Background: an optimization exercise with open tools, aiming at small area, a short achievable clock period and few clock cycles per item. Do not read the settings as production practice.
Function was checked by simulation only, so behaviour that the tests miss may differ from the original.
Power figures rest on the tool's default switching activity, not on a simulated workload.

**flow/run.sh**
```bash
#!/bin/bash
# synth_recipe.tcl (not shown) runs the flow's synth.tcl, then flattens the netlist and writes it again
# the make line also repeats each setting of config.mk as NAME=value (left out here)
make -C /OpenROAD-flow-scripts/flow DESIGN_CONFIG=/design/flow/config.mk WORK_HOME=/design/flow/orfs CLKGATE_MAP_FILE= SYNTH_SCRIPT=/design/flow/synth_recipe.tcl finish
```
**flow/design.v**
```verilog
`timescale 1ns / 1ps
`default_nettype none
package alm_pkg;
   localparam int SAMPLE_WIDTH = 24;
   localparam int ENERGY_WIDTH = 48;
   localparam int COEF_WIDTH   = 32;
   localparam int GAIN_WIDTH   = 32;
   localparam int GAIN_OUT_WIDTH = 31;
   localparam int BOOT_WIDTH   = 17;
   localparam int CSR_INDEX_WIDTH = 3;
   localparam int CSR_DATA_WIDTH  = 48;
   localparam logic [CSR_INDEX_WIDTH-1:0] CSR_ENERGY_COEF    = 3'd0;
   localparam logic [CSR_INDEX_WIDTH-1:0] CSR_ACTIVITY_COEF  = 3'd1;
   localparam logic [CSR_INDEX_WIDTH-1:0] CSR_GAIN_UP_COEF   = 3'd2;
   localparam logic [CSR_INDEX_WIDTH-1:0] CSR_GAIN_DOWN_COEF = 3'd3;
   localparam logic [CSR_INDEX_WIDTH-1:0] CSR_BOOT_COEF      = 3'd4;
   localparam logic [CSR_INDEX_WIDTH-1:0] CSR_BOOT_LENGTH    = 3'd5;
   localparam logic [CSR_INDEX_WIDTH-1:0] CSR_GATE_ENERGY    = 3'd6;
   localparam logic [COEF_WIDTH-1:0]   RST_ENERGY_COEF    = 32'd4294862000;
   localparam logic [COEF_WIDTH-1:0]   RST_ACTIVITY_COEF  = 32'd4293849000;
   localparam logic [COEF_WIDTH-1:0]   RST_GAIN_UP_COEF   = 32'd4294868000;
   localparam logic [COEF_WIDTH-1:0]   RST_GAIN_DOWN_COEF = 32'd4294768000;
   localparam logic [COEF_WIDTH-1:0]   RST_BOOT_COEF      = 32'd4294154000;
   localparam logic [BOOT_WIDTH-1:0]   RST_BOOT_LENGTH    = 17'd16800;
   localparam logic [ENERGY_WIDTH-1:0] RST_GATE_ENERGY    = 48'd22250000;
   localparam logic [GAIN_WIDTH-1:0] UNITY_GAIN = 32'd1073741824;
   localparam int MUL_M_WIDTH = 50;
   localparam int MUL_N_WIDTH = 32;
   localparam int PROD_WIDTH  = MUL_M_WIDTH + 1 + MUL_N_WIDTH;
   localparam int RATIO_WIDTH = ENERGY_WIDTH + 1;
   localparam int ROOT_WIDTH  = 31;
   localparam int QUO_WIDTH   = 2 * ROOT_WIDTH;
   typedef struct packed {
      logic signed [SAMPLE_WIDTH-1:0] ref_left;
      logic signed [SAMPLE_WIDTH-1:0] ref_right;
      logic signed [SAMPLE_WIDTH-1:0] proc_left;
      logic signed [SAMPLE_WIDTH-1:0] proc_right;
   } req_type;
   typedef struct packed {
      logic signed [SAMPLE_WIDTH-1:0] out_left;
      logic signed [SAMPLE_WIDTH-1:0] out_right;
      logic [GAIN_OUT_WIDTH-1:0]      gain_now;
   } rsp_type;
   typedef struct packed {
      logic                          start;
      logic signed [MUL_M_WIDTH-1:0] mcand;
      logic [MUL_N_WIDTH-1:0]        mplier;
   } mul_req_type;
   typedef struct packed {
      logic                   start;
      logic [RATIO_WIDTH-1:0] num;
      logic [RATIO_WIDTH-1:0] den;
   } ds_req_type;
endpackage
`default_nettype wire
`timescale 1ns / 1ps
`default_nettype none
import alm_pkg::*;
module alm_mul (
   input  wire logic                         clock,
   input  wire logic                         reset,
   input  alm_pkg::mul_req_type                  mul_req,
   output logic                              done,
   output logic signed [PROD_WIDTH-1:0]      product
);
   localparam int CNT_WIDTH = $clog2(MUL_N_WIDTH);
   logic signed [MUL_M_WIDTH:0]   hi_ff, hi_in;
   logic [MUL_N_WIDTH-1:0]        lo_ff, lo_in;
   logic signed [MUL_M_WIDTH-1:0] mcand_ff, mcand_in;
   logic [CNT_WIDTH-1:0]          count_ff, count_in;
   logic                          run_ff, run_in;
   logic                          done_ff, done_in;
   logic signed [MUL_M_WIDTH+1:0] sum;
   always_comb begin
      sum = (MUL_M_WIDTH+2)'(hi_ff) +
            (lo_ff[0] ? (MUL_M_WIDTH+2)'(mcand_ff) : '0);
      hi_in    = hi_ff;
      lo_in    = lo_ff;
      mcand_in = mcand_ff;
      count_in = count_ff;
      run_in   = run_ff;
      done_in  = 1'b0;
      if (run_ff) begin
         hi_in    = sum[MUL_M_WIDTH+1:1];
         lo_in    = {sum[0], lo_ff[MUL_N_WIDTH-1:1]};
         count_in = count_ff + CNT_WIDTH'(1);
         if (count_ff == CNT_WIDTH'(MUL_N_WIDTH - 1)) begin
            run_in  = 1'b0;
            done_in = 1'b1;
         end
      end else if (mul_req.start) begin
         hi_in    = '0;
         lo_in    = mul_req.mplier;
         mcand_in = mul_req.mcand;
         count_in = '0;
         run_in   = 1'b1;
      end
   end
   always_ff @(posedge clock) begin
      if (reset) begin
         run_ff  <= 1'b0;
         done_ff <= 1'b0;
      end else begin
         run_ff  <= run_in;
         done_ff <= done_in;
      end
      hi_ff    <= hi_in;
      lo_ff    <= lo_in;
      mcand_ff <= mcand_in;
      count_ff <= count_in;
   end
   assign done    = done_ff;
   assign product = {hi_ff, lo_ff};
endmodule
`default_nettype wire
`timescale 1ns / 1ps
`default_nettype none
import alm_pkg::*;
module alm_divsqrt (
   input  wire logic                   clock,
   input  wire logic                   reset,
   input  alm_pkg::ds_req_type             ds_req,
   output logic                        done,
   output logic [ROOT_WIDTH-1:0]       root
);
   localparam int DIV_WIDTH = RATIO_WIDTH + 2;
   localparam int REM_WIDTH = ROOT_WIDTH + 3;
   localparam int CNT_WIDTH = $clog2(QUO_WIDTH);
   localparam logic [1:0] PH_IDLE = 2'd0;
   localparam logic [1:0] PH_DIV  = 2'd1;
   localparam logic [1:0] PH_SQRT = 2'd2;
   logic [1:0]            phase_ff, phase_in;
   logic [CNT_WIDTH-1:0]  count_ff, count_in;
   logic [DIV_WIDTH-1:0]  rem_ff, rem_in;
   logic [DIV_WIDTH-1:0]  dvs_ff, dvs_in;
   logic [QUO_WIDTH-1:0]  quo_ff, quo_in;
   logic [REM_WIDTH-1:0]  sq_rem_ff, sq_rem_in;
   logic [ROOT_WIDTH-1:0] root_ff, root_in;
   logic                  done_ff, done_in;
   logic [DIV_WIDTH:0]    shifted, div_diff;
   logic                  div_ge;
   logic [REM_WIDTH+1:0]  sq_cat, trial, sq_diff;
   logic                  sq_ge;
   always_comb begin
      shifted  = {rem_ff, 1'b0};
      div_ge   = shifted >= {1'b0, dvs_ff};
      div_diff = shifted - {1'b0, dvs_ff};
      sq_cat   = {sq_rem_ff, quo_ff[QUO_WIDTH-1 -: 2]};
      trial    = (REM_WIDTH+2)'({root_ff, 2'b01});
      sq_ge    = sq_cat >= trial;
      sq_diff  = sq_cat - trial;
      phase_in  = phase_ff;
      count_in  = count_ff;
      rem_in    = rem_ff;
      dvs_in    = dvs_ff;
      quo_in    = quo_ff;
      sq_rem_in = sq_rem_ff;
      root_in   = root_ff;
      done_in   = 1'b0;
      case (phase_ff)
         PH_IDLE: begin
            if (ds_req.start) begin
               rem_in   = DIV_WIDTH'(ds_req.num);
               dvs_in   = {ds_req.den, 2'b00};
               quo_in   = '0;
               count_in = '0;
               phase_in = PH_DIV;
            end
         end
         PH_DIV: begin
            rem_in   = div_ge ? div_diff[DIV_WIDTH-1:0] : shifted[DIV_WIDTH-1:0];
            quo_in   = {quo_ff[QUO_WIDTH-2:0], div_ge};
            count_in = count_ff + CNT_WIDTH'(1);
            if (count_ff == CNT_WIDTH'(QUO_WIDTH - 1)) begin
               count_in  = '0;
               sq_rem_in = '0;
               root_in   = '0;
               phase_in  = PH_SQRT;
            end
         end
         PH_SQRT: begin
            sq_rem_in = sq_ge ? sq_diff[REM_WIDTH-1:0] : sq_cat[REM_WIDTH-1:0];
            root_in   = {root_ff[ROOT_WIDTH-2:0], sq_ge};
            quo_in    = {quo_ff[QUO_WIDTH-3:0], 2'b00};
            count_in  = count_ff + CNT_WIDTH'(1);
            if (count_ff == CNT_WIDTH'(ROOT_WIDTH - 1)) begin
               phase_in = PH_IDLE;
               done_in  = 1'b1;
            end
         end
         default: begin
            phase_in = PH_IDLE;
         end
      endcase
   end
   always_ff @(posedge clock) begin
      if (reset) begin
         phase_ff <= PH_IDLE;
         done_ff  <= 1'b0;
      end else begin
         phase_ff <= phase_in;
         done_ff  <= done_in;
      end
      count_ff  <= count_in;
      rem_ff    <= rem_in;
      dvs_ff    <= dvs_in;
      quo_ff    <= quo_in;
      sq_rem_ff <= sq_rem_in;
      root_ff   <= root_in;
   end
   assign done = done_ff;
   assign root = root_ff;
endmodule
`default_nettype wire
`timescale 1ns / 1ps
`default_nettype none
import alm_pkg::*;
module auto_level_match_gain_core #(
   parameter int unsigned MIN_GAIN = 760151010,
   parameter int unsigned MAX_GAIN = 1516700552
) (
   input  wire logic                        clock,
   input  wire logic                        reset,
   input  wire logic                        req_valid,
   output logic                             req_ready,
   input  wire logic [4*SAMPLE_WIDTH-1:0] req_data,
   output logic                             rsp_valid,
   input  wire logic                        rsp_ready,
   output logic [2*SAMPLE_WIDTH+GAIN_OUT_WIDTH-1:0]       rsp_data,
   input  wire logic                        csr_wr_en,
   input  wire logic [CSR_INDEX_WIDTH-1:0]  csr_index,
   input  wire logic [CSR_DATA_WIDTH-1:0]   csr_wdata
);
   localparam logic [GAIN_WIDTH-1:0] MIN_G = GAIN_WIDTH'(MIN_GAIN);
   localparam logic [GAIN_WIDTH-1:0] MAX_G = GAIN_WIDTH'(MAX_GAIN);
   localparam int FRAC = 2 * (SAMPLE_WIDTH - 1);
   localparam int ESHR = (FRAC >= 46) ? FRAC - 46 : 0;
   localparam int ESHL = (FRAC < 46) ? 46 - FRAC : 0;
   localparam int SQ_WIDTH = 2 * MUL_N_WIDTH + 1;
   localparam int Y_WIDTH = PROD_WIDTH - 30;
   localparam longint SAT_HI = (longint'(1) <<< (SAMPLE_WIDTH - 1)) - 1;
   localparam longint SAT_LO = -SAT_HI - 1;
   localparam logic [3:0] S_IDLE  = 4'd0;
   localparam logic [3:0] S_ISSUE = 4'd1;
   localparam logic [3:0] S_WAIT  = 4'd2;
   localparam logic [3:0] S_GATE  = 4'd3;
   localparam logic [3:0] S_ROOT  = 4'd4;
   localparam logic [3:0] S_COEF  = 4'd5;
   localparam logic [3:0] S_OUT   = 4'd6;
   localparam logic [3:0] OP_SQ_RL    = 4'd0;
   localparam logic [3:0] OP_SQ_RR    = 4'd1;
   localparam logic [3:0] OP_SQ_PL    = 4'd2;
   localparam logic [3:0] OP_SQ_PR    = 4'd3;
   localparam logic [3:0] OP_BL_REF   = 4'd4;
   localparam logic [3:0] OP_BL_PROC  = 4'd5;
   localparam logic [3:0] OP_BL_ACT   = 4'd6;
   localparam logic [3:0] OP_BL_GAIN  = 4'd7;
   localparam logic [3:0] OP_SC_LEFT  = 4'd8;
   localparam logic [3:0] OP_SC_RIGHT = 4'd9;
   function automatic logic [SAMPLE_WIDTH-1:0] mag(input logic signed [SAMPLE_WIDTH-1:0] s);
      mag = s[SAMPLE_WIDTH-1] ? (~s + SAMPLE_WIDTH'(1)) : s;
   endfunction
   function automatic logic [ENERGY_WIDTH-1:0] energy_of(input logic [SQ_WIDTH-1:0] s);
      logic [SQ_WIDTH-1:0] h;
      h = s >> 1;
      energy_of = ENERGY_WIDTH'((h >> ESHR) << ESHL);
   endfunction
   function automatic logic [SAMPLE_WIDTH-1:0] saturate(input logic signed [Y_WIDTH-1:0] y);
      if (longint'(y) > SAT_HI) begin
         saturate = SAMPLE_WIDTH'(SAT_HI);
      end else if (longint'(y) < SAT_LO) begin
         saturate = SAMPLE_WIDTH'(SAT_LO);
      end else begin
         saturate = y[SAMPLE_WIDTH-1:0];
      end
   endfunction
   logic [COEF_WIDTH-1:0]   energy_coef_ff, energy_coef_in;
   logic [COEF_WIDTH-1:0]   activity_coef_ff, activity_coef_in;
   logic [COEF_WIDTH-1:0]   gain_up_coef_ff, gain_up_coef_in;
   logic [COEF_WIDTH-1:0]   gain_down_coef_ff, gain_down_coef_in;
   logic [COEF_WIDTH-1:0]   boot_coef_ff, boot_coef_in;
   logic [BOOT_WIDTH-1:0]   boot_length_ff, boot_length_in;
   logic [ENERGY_WIDTH-1:0] gate_energy_ff, gate_energy_in;
   logic [ENERGY_WIDTH-1:0] ref_energy_ff, ref_energy_in;
   logic [ENERGY_WIDTH-1:0] proc_energy_ff, proc_energy_in;
   logic [ENERGY_WIDTH-1:0] act_ff, act_in;
   logic [GAIN_WIDTH-1:0]   gain_ff, gain_in;
   logic [BOOT_WIDTH-1:0]   boot_left_ff, boot_left_in;
   logic [3:0]              state_ff, state_in;
   logic [3:0]              op_ff, op_in;
   alm_pkg::req_type req_ff, req_in;
   logic [SQ_WIDTH-1:0]     sq_ff, sq_in;
   logic [ENERGY_WIDTH-1:0] ref_inst_ff, ref_inst_in;
   logic [ENERGY_WIDTH-1:0] proc_inst_ff, proc_inst_in;
   logic                    active_ff, active_in;
   logic [GAIN_WIDTH-1:0]   target_ff, target_in;
   logic [COEF_WIDTH-1:0]   coef_ff, coef_in;
   logic [SAMPLE_WIDTH-1:0] out_left_ff, out_left_in;
   logic                    rsp_valid_ff, rsp_valid_in;
   alm_pkg::rsp_type rsp_data_ff, rsp_data_in;
   alm_pkg::mul_req_type mul_req;
   logic                          mul_done;
   logic signed [PROD_WIDTH-1:0]  mul_product;
   alm_pkg::ds_req_type ds_req;
   logic                          ds_done;
   logic [ROOT_WIDTH-1:0]         ds_root;
   logic [ENERGY_WIDTH:0]         bl_diff;
   logic [ENERGY_WIDTH-1:0]       bl_base;
   logic signed [ENERGY_WIDTH+2:0] bl_sum;
   logic [ENERGY_WIDTH-1:0]       bl_val;
   logic [SQ_WIDTH-1:0]           sq_now;
   logic [PROD_WIDTH-1:0]         scaled;
   logic [GAIN_WIDTH-1:0]         snapped;
   logic [GAIN_WIDTH-1:0]         root_ext;
   logic [RATIO_WIDTH-1:0]        num, den;
   alm_mul u_mul (
      .clock   (clock),
      .reset   (reset),
      .mul_req (mul_req),
      .done    (mul_done),
      .product (mul_product)
   );
   alm_divsqrt u_divsqrt (
      .clock  (clock),
      .reset  (reset),
      .ds_req (ds_req),
      .done   (ds_done),
      .root   (ds_root)
   );
   always_comb begin
      case (op_ff)
         OP_BL_REF: begin
            bl_base = ref_inst_ff;
            bl_diff = {1'b0, ref_energy_ff} - {1'b0, ref_inst_ff};
         end
         OP_BL_PROC: begin
            bl_base = proc_inst_ff;
            bl_diff = {1'b0, proc_energy_ff} - {1'b0, proc_inst_ff};
         end
         OP_BL_ACT: begin
            bl_base = '0;
            bl_diff = {1'b0, act_ff};
         end
         default: begin
            bl_base = ENERGY_WIDTH'(target_ff);
            bl_diff = (ENERGY_WIDTH+1)'(signed'({1'b0, gain_ff} - {1'b0, target_ff}));
         end
      endcase
      bl_sum  = signed'((ENERGY_WIDTH+3)'(bl_base)) +
                (ENERGY_WIDTH+3)'(signed'(mul_product[PROD_WIDTH-1:32]));
      bl_val  = bl_sum[ENERGY_WIDTH-1:0];
      sq_now  = SQ_WIDTH'(mul_product[2*MUL_N_WIDTH-1:0]);
      scaled  = mul_product + PROD_WIDTH'(64'd536870912);
      snapped = (bl_val[GAIN_WIDTH-1:0] >= UNITY_GAIN - GAIN_WIDTH'(1) &&
                 bl_val[GAIN_WIDTH-1:0] <= UNITY_GAIN + GAIN_WIDTH'(1)) ?
                UNITY_GAIN : bl_val[GAIN_WIDTH-1:0];
      root_ext = GAIN_WIDTH'(ds_root);
      num = {1'b0, ref_energy_ff} + RATIO_WIDTH'(1);
      den = {1'b0, proc_energy_ff} + RATIO_WIDTH'(1);
   end
   always_comb begin
      energy_coef_in    = energy_coef_ff;
      activity_coef_in  = activity_coef_ff;
      gain_up_coef_in   = gain_up_coef_ff;
      gain_down_coef_in = gain_down_coef_ff;
      boot_coef_in      = boot_coef_ff;
      boot_length_in    = boot_length_ff;
      gate_energy_in    = gate_energy_ff;
      ref_energy_in     = ref_energy_ff;
      proc_energy_in    = proc_energy_ff;
      act_in            = act_ff;
      gain_in           = gain_ff;
      boot_left_in      = boot_left_ff;
      state_in          = state_ff;
      op_in             = op_ff;
      req_in            = req_ff;
      sq_in             = sq_ff;
      ref_inst_in       = ref_inst_ff;
      proc_inst_in      = proc_inst_ff;
      active_in         = active_ff;
      target_in         = target_ff;
      coef_in           = coef_ff;
      out_left_in       = out_left_ff;
      rsp_valid_in      = rsp_valid_ff;
      rsp_data_in       = rsp_data_ff;
      mul_req           = '0;
      ds_req            = '0;
      if (csr_wr_en) begin
         case (csr_index)
            CSR_ENERGY_COEF:    energy_coef_in    = csr_wdata[COEF_WIDTH-1:0];
            CSR_ACTIVITY_COEF:  activity_coef_in  = csr_wdata[COEF_WIDTH-1:0];
            CSR_GAIN_UP_COEF:   gain_up_coef_in   = csr_wdata[COEF_WIDTH-1:0];
            CSR_GAIN_DOWN_COEF: gain_down_coef_in = csr_wdata[COEF_WIDTH-1:0];
            CSR_BOOT_COEF:      boot_coef_in      = csr_wdata[COEF_WIDTH-1:0];
            CSR_BOOT_LENGTH:    boot_length_in    = csr_wdata[BOOT_WIDTH-1:0];
            CSR_GATE_ENERGY:    gate_energy_in    = csr_wdata[ENERGY_WIDTH-1:0];
            default: begin
            end
         endcase
      end
      if (rsp_valid_ff && rsp_ready) begin
         rsp_valid_in = 1'b0;
      end
      case (state_ff)
         S_IDLE: begin
            if (req_valid) begin
               req_in   = req_data;
               op_in    = OP_SQ_RL;
               state_in = S_ISSUE;
            end
         end
         S_ISSUE: begin
            mul_req.start = 1'b1;
            state_in      = S_WAIT;
            case (op_ff)
               OP_SQ_RL: begin
                  mul_req.mcand  = MUL_M_WIDTH'(mag(req_ff.ref_left));
                  mul_req.mplier = MUL_N_WIDTH'(mag(req_ff.ref_left));
               end
               OP_SQ_RR: begin
                  mul_req.mcand  = MUL_M_WIDTH'(mag(req_ff.ref_right));
                  mul_req.mplier = MUL_N_WIDTH'(mag(req_ff.ref_right));
               end
               OP_SQ_PL: begin
                  mul_req.mcand  = MUL_M_WIDTH'(mag(req_ff.proc_left));
                  mul_req.mplier = MUL_N_WIDTH'(mag(req_ff.proc_left));
               end
               OP_SQ_PR: begin
                  mul_req.mcand  = MUL_M_WIDTH'(mag(req_ff.proc_right));
                  mul_req.mplier = MUL_N_WIDTH'(mag(req_ff.proc_right));
               end
               OP_BL_REF, OP_BL_PROC: begin
                  mul_req.mcand  = MUL_M_WIDTH'(signed'(bl_diff));
                  mul_req.mplier = energy_coef_ff;
               end
               OP_BL_ACT: begin
                  mul_req.mcand  = MUL_M_WIDTH'(signed'(bl_diff));
                  mul_req.mplier = activity_coef_ff;
               end
               OP_BL_GAIN: begin
                  mul_req.mcand  = MUL_M_WIDTH'(signed'(bl_diff));
                  mul_req.mplier = coef_ff;
               end
               OP_SC_LEFT: begin
                  mul_req.mcand  = MUL_M_WIDTH'(req_ff.proc_left);
                  mul_req.mplier = gain_ff;
               end
               default: begin
                  mul_req.mcand  = MUL_M_WIDTH'(req_ff.proc_right);
                  mul_req.mplier = gain_ff;
               end
            endcase
         end
         S_WAIT: begin
            if (mul_done) begin
               state_in = S_ISSUE;
               case (op_ff)
                  OP_SQ_RL: begin
                     sq_in = sq_now;
                     op_in = OP_SQ_RR;
                  end
                  OP_SQ_RR: begin
                     ref_inst_in = energy_of(sq_ff + sq_now);
                     op_in       = OP_SQ_PL;
                  end
                  OP_SQ_PL: begin
                     sq_in = sq_now;
                     op_in = OP_SQ_PR;
                  end
                  OP_SQ_PR: begin
                     proc_inst_in = energy_of(sq_ff + sq_now);
                     op_in        = OP_BL_REF;
                  end
                  OP_BL_REF: begin
                     ref_energy_in = bl_val;
                     op_in         = OP_BL_PROC;
                  end
                  OP_BL_PROC: begin
                     proc_energy_in = bl_val;
                     op_in          = OP_BL_ACT;
                  end
                  OP_BL_ACT: begin
                     act_in   = (ref_inst_ff > bl_val) ? ref_inst_ff : bl_val;
                     state_in = S_GATE;
                  end
                  OP_BL_GAIN: begin
                     gain_in = snapped;
                     op_in   = OP_SC_LEFT;
                  end
                  OP_SC_LEFT: begin
                     out_left_in = saturate(signed'(scaled[PROD_WIDTH-1:30]));
                     op_in       = OP_SC_RIGHT;
                  end
                  default: begin
                     state_in = S_OUT;
                  end
               endcase
            end
         end
         S_GATE: begin
            active_in = act_ff > gate_energy_ff;
            state_in  = S_COEF;
            if (act_ff > gate_energy_ff) begin
               if ({2'b00, num} >= {den, 2'b00}) begin
                  target_in = MAX_G;
               end else if ({num, 2'b00} < {2'b00, den}) begin
                  target_in = MIN_G;
               end else begin
                  ds_req.start = 1'b1;
                  ds_req.num   = num;
                  ds_req.den   = den;
                  state_in     = S_ROOT;
               end
            end else begin
               ref_energy_in  = '0;
               proc_energy_in = '0;
               boot_left_in   = boot_length_ff;
               target_in      = UNITY_GAIN;
            end
         end
         S_ROOT: begin
            if (ds_done) begin
               if (root_ext < MIN_G) begin
                  target_in = MIN_G;
               end else if (root_ext > MAX_G) begin
                  target_in = MAX_G;
               end else begin
                  target_in = root_ext;
               end
               state_in = S_COEF;
            end
         end
         S_COEF: begin
            if (active_ff && boot_left_ff != '0) begin
               boot_left_in = boot_left_ff - BOOT_WIDTH'(1);
               coef_in      = boot_coef_ff;
            end else begin
               coef_in = (target_ff > gain_ff) ? gain_up_coef_ff : gain_down_coef_ff;
            end
            op_in    = OP_BL_GAIN;
            state_in = S_ISSUE;
         end
         S_OUT: begin
            if (!rsp_valid_ff || rsp_ready) begin
               rsp_data_in.out_right = saturate(signed'(scaled[PROD_WIDTH-1:30]));
               rsp_data_in.out_left  = out_left_ff;
               rsp_data_in.gain_now  = gain_ff[GAIN_OUT_WIDTH-1:0];
               rsp_valid_in          = 1'b1;
               state_in              = S_IDLE;
            end
         end
         default: begin
            state_in = S_IDLE;
         end
      endcase
   end
   always_ff @(posedge clock) begin
      if (reset) begin
         energy_coef_ff    <= RST_ENERGY_COEF;
         activity_coef_ff  <= RST_ACTIVITY_COEF;
         gain_up_coef_ff   <= RST_GAIN_UP_COEF;
         gain_down_coef_ff <= RST_GAIN_DOWN_COEF;
         boot_coef_ff      <= RST_BOOT_COEF;
         boot_length_ff    <= RST_BOOT_LENGTH;
         gate_energy_ff    <= RST_GATE_ENERGY;
         ref_energy_ff     <= '0;
         proc_energy_ff    <= '0;
         act_ff            <= '0;
         gain_ff           <= UNITY_GAIN;
         boot_left_ff      <= RST_BOOT_LENGTH;
         state_ff          <= S_IDLE;
         rsp_valid_ff      <= 1'b0;
      end else begin
         energy_coef_ff    <= energy_coef_in;
         activity_coef_ff  <= activity_coef_in;
         gain_up_coef_ff   <= gain_up_coef_in;
         gain_down_coef_ff <= gain_down_coef_in;
         boot_coef_ff      <= boot_coef_in;
         boot_length_ff    <= boot_length_in;
         gate_energy_ff    <= gate_energy_in;
         ref_energy_ff     <= ref_energy_in;
         proc_energy_ff    <= proc_energy_in;
         act_ff            <= act_in;
         gain_ff           <= gain_in;
         boot_left_ff      <= boot_left_in;
         state_ff          <= state_in;
         rsp_valid_ff      <= rsp_valid_in;
      end
      op_ff        <= op_in;
      req_ff       <= req_in;
      sq_ff        <= sq_in;
      ref_inst_ff  <= ref_inst_in;
      proc_inst_ff <= proc_inst_in;
      active_ff    <= active_in;
      target_ff    <= target_in;
      coef_ff      <= coef_in;
      out_left_ff  <= out_left_in;
      rsp_data_ff  <= rsp_data_in;
   end
   assign req_ready = (state_ff == S_IDLE);
   assign rsp_valid = rsp_valid_ff;
   assign rsp_data  = rsp_data_ff;
endmodule
`default_nettype wire
```
**flow/constraint.sdc**
```tcl
create_clock -name core_clock -period 10.0 [get_ports {clock}]
set_input_delay 2.0000 -clock core_clock [delete_from_list [all_inputs] [get_ports {clock}]]
set_output_delay 2.0000 -clock core_clock [all_outputs]
set_load 0.01 [all_outputs]
```
**flow/config.mk**
```make
export PLATFORM = sky130hd
export DESIGN_NAME = auto_level_match_gain_core
export DESIGN_NICKNAME = auto_level_match_gain_core
export VERILOG_FILES = /design/flow/design.v
export SDC_FILE = /design/flow/constraint.sdc
export NUM_CORES = 4
export LEC_CHECK = 0
export CAP_MARGIN = 20
export CORE_MARGIN = 2
export CORE_UTILIZATION = 40
export SLEW_MARGIN = 20
```
==> flow_summary.toml <==
[status]
status = "finished clean"

[setup_path]
path_common_cell = "a21o_1"
path_class = "reg -> reg"
crit_slowest_cell = "nor3_4"
critPathLaunchType = "flop"
arrival_ns = 9.38
crit_fanout = 40
required_ns = 10.74
crit_buf_inv = 4
cp_top_family = "compound AO/OA/AOI/OAI gates"
critPathMaxStageDelay_ns = 0.86
cp-end-kind = "flop"

[clocking]
clk_path_buf_depth = 3
insertion_delay_ns = 0.84
tritoncts = "built"
cts_root_buf = "clkbuf_16"
cts_made_buffers = 145
cts_hold_buf = 0
htree_levels = 4
post_cts_buffers = 0
cts_sinks = 1209
clk_pin_slew_ns = 0.07
cts_repair_resize_count = 0

[floorplan]
pin_count = 233
die_h_um = 443
die_area_mm2 = 0.196
fp.dieW_um = 443
core_area_mm2 = 0.192
rows = 161
initial_core_util_pct = 40.1

[place]
portBuffers = 232
pre_cts_ws_ns = 1.60
hpwl_mm = 248
globalplace.congestion = 1.03
dpl_cell_area_mm2 = 0.0822

[sta]
rsz0062_at_grt = "no"
finalHoldViolCount = 0
fin_crit_sh_pct = 86.4
setup_ws_ns = 1.36
max_freq_mhz = 116
slew_viol_final = 0
worst_slew_pin_slew_ns = 1.32
timing.hold.ws_ns = 0.416
min_period_ns = 8.64
finalSetupTns_ns = 0
setup_viol_count_final = 0
skew_ns = 0.0492
slew_headroom_pct = 11.6

[yosys]
ys.flop_type = "edfxtp_1"
synth_nets = 9098
ys_warn_count = 3
synth_edf_count = 782
ys_seq_area_share_pct = 41.6
syn_avg_cell_area_um2 = 9.19
syn_area_mm2 = 0.0770
async_reset_ff_share_pct = 0
synth.distinct_cells = 115
syn_inst = 8380
ys_ff_latch = 1209

[pwr]
swShare_pct = 38.8
power_frac_comb_pct = 34.2
peakVddDrop_mv = 0.146
p_switching_mw = 7.08
p_leak_nw = 34.3
power.density_mw_per_mm2 = 209
pwr-share-clk_pct = 31.1
seq_power_share_pct = 34.7
p_int_mw = 11.1

[cells_and_area]
layout_commonest_cell = "nand2_1"
final_net_count = 9226
final_cell_mix = "997 x nand2_1, 782 x edfxtp_1, 682 x a21oi_1, 620 x nor2_1, 559 x ha_1"
drive_gt1_share_pct = 6.02
nFillCells = 18400
stdcell_area_mm2 = 0.0873
synthToLayoutAreaGrowth_pct = 13.4

[global_routing]
grt_antenna_before_repair = 11
track_usage_pct = 31.3
grt_first_pass_wirelength_mm = 450
overflow = 0
grt_max_degree = 126
grt_pass1_vias = 63700

[hold_path]
hold_class = "reg -> reg"

[routing]
first_iter_violations = 7104
drtAntennaViolNets = 0
first_pass_iters = 6
wl_mm = 317
wl_per_cell_um = 28.4
vias = 67400
route.detailed.drc = 0
viasPerCell = 6.04

[run]
cap_viol_max_count = 0
==> layer usage <==
metal  part of all wire [%]  track usage, %
met1                     41            39.7
met2                     46            50.9
met3                    6.9            5.67
met4                    6.0            16.1
met5                  0.019               0
==> cells by family (layout without fill, tap and decap cells) <==
family,Yosys count,count (layout),synth area share (%)
simple gates,2808,2808,17.0
other cells,0,3,0
compound gates,2298,2298,19.7
mux,178,178,2.41
flops,1209,1209,41.6
xor+xnor,506,506,5.81
fa+ha+maj,567,567,9.28
buf+inv,814,1061,4.14
==> registers in the layout, indices dropped and copies added, names as in the netlist, 32 cells and up <==
signal	count
gain_ff	32
u_mul.hi_ff	51
u_divsqrt.quo_ff	62
req_ff	96
u_divsqrt.dvs_ff	49
rsp_data_ff	79
u_mul.mcand_ff	49
act_ff	48
u_mul.lo_ff	32
u_divsqrt.sq_rem_ff	34
sq_ff	49
ref_energy_ff	48
proc_energy_ff	48
gain_down_coef_ff	32
coef_ff	32
energy_coef_ff	32
u_divsqrt.rem_ff	51
activity_coef_ff	32
ref_inst_ff	48
proc_inst_ff	48
gain_up_coef_ff	32
boot_coef_ff	32
gate_energy_ff	48
==> worst paths after layout <==
path                    from         endpoint  slack [ns]  cells past startpoint
max                 op_ff[2]       act_ff[37]        1.36                     30
min          out_left_ff[15]  rsp_data_ff[70]        0.42                      0
max reg2reg         op_ff[2]       act_ff[37]        1.36                     30
min reg2reg  out_left_ff[15]  rsp_data_ff[70]        0.42                      0
==> synthesized netlist by cell type, types with 58 or more instances <==
cell type,count,area (µm²)
mux2i_1,163,1630
o21ai_0,325,1630
edfxtp_1,782,23500
nor2_1,639,2400
xnor2_1,270,2360
nand3_1,375,1880
a22oi_1,62,465
dfxtp_1,427,8550
o31ai_1,60,450
a211oi_1,95,713
o21a_1,70,526
nor2b_1,58,363
o22ai_1,109,682
a31oi_1,64,400
xor2_1,231,2020
ha_1,559,6990
nand2_1,999,3750
a21o_1,267,2000
inv_1,431,1620
a21oi_1,685,3430
nand2b_1,98,613
clkbuf_1,323,1210
nand4_1,117,732
a22o_1,119,1040
and3_1,77,482
nor3_1,118,591
and2_1,87,544
==> metrics by stage <==
stage	power (mW)	util [%]	instances
floorplan	10.1	-	8380
global placement	12.5	42.8	10900
detailed placement	12.5	42.8	10900
CTS	18.2	45.5	11200
global route	18.9	45.5	11200
finish	18.2	45.5	11200
==> area by class of cell <==
type	instances	area, µm²	share of cell area, %
Tap cell	2526	3160	3.62
Timing Repair Buffer	356	3280	3.76
Antenna cell	3	7.51	0.00859
Inverter	439	1650	1.89
Clock buffer	170	3820	4.38
Sequential cell	1209	32000	36.7
Multi-Input combinational cell	6357	42100	48.2
Clock inverter	96	1260	1.45
==> worst register-to-register path, delay by kind of cell (launching register included) <==
kind	cells	cell delay, ns
mux	1	0.40
simple gates	5	1.55
xor+xnor	1	0.42
buf+inv	4	1.06
fa+ha+maj	3	1.00
flops	1	0.61
compound gates	16	3.52
==> power by group through the flow <==
stage               combinational, mW  sequential, mW  clock, mW
floorplan                        3.95            6.13          0
global placement                 6.06            6.41          0
detailed placement               6.06            6.42          0
CTS                              6.10            6.32       5.74
global route                     6.64            6.35       5.93
finish                           6.24            6.33       5.66
Testbench counts, summed over its fixed seeds: cycles 961,060, items 2,400.

what the ideal ports hide:
The results above use ideal ports. As a check the final layout listed here was re-extracted and re-timed, cells and wires unchanged.
Step 1 assumes that a clkbuf_16 drives the clock port and a buf_2 every other input.
Step 2, shift: input delay + t, output delay - t, t = (earliest + latest rising clock arrival at the registers) / 2. This alone moves slack from input paths to output paths.
Slacks: ideal / step 1 / step 2; pairs: ideal / step 1.
t, ns: 0.914
slack for setup (ns): 1.363 / 1.363 / 1.363
cell pins on the clock port's net: 1
After both steps this run still meets setup and hold. The setup slack of this run moves by 0.000 ns with the drivers and by 0.000 ns with both steps.
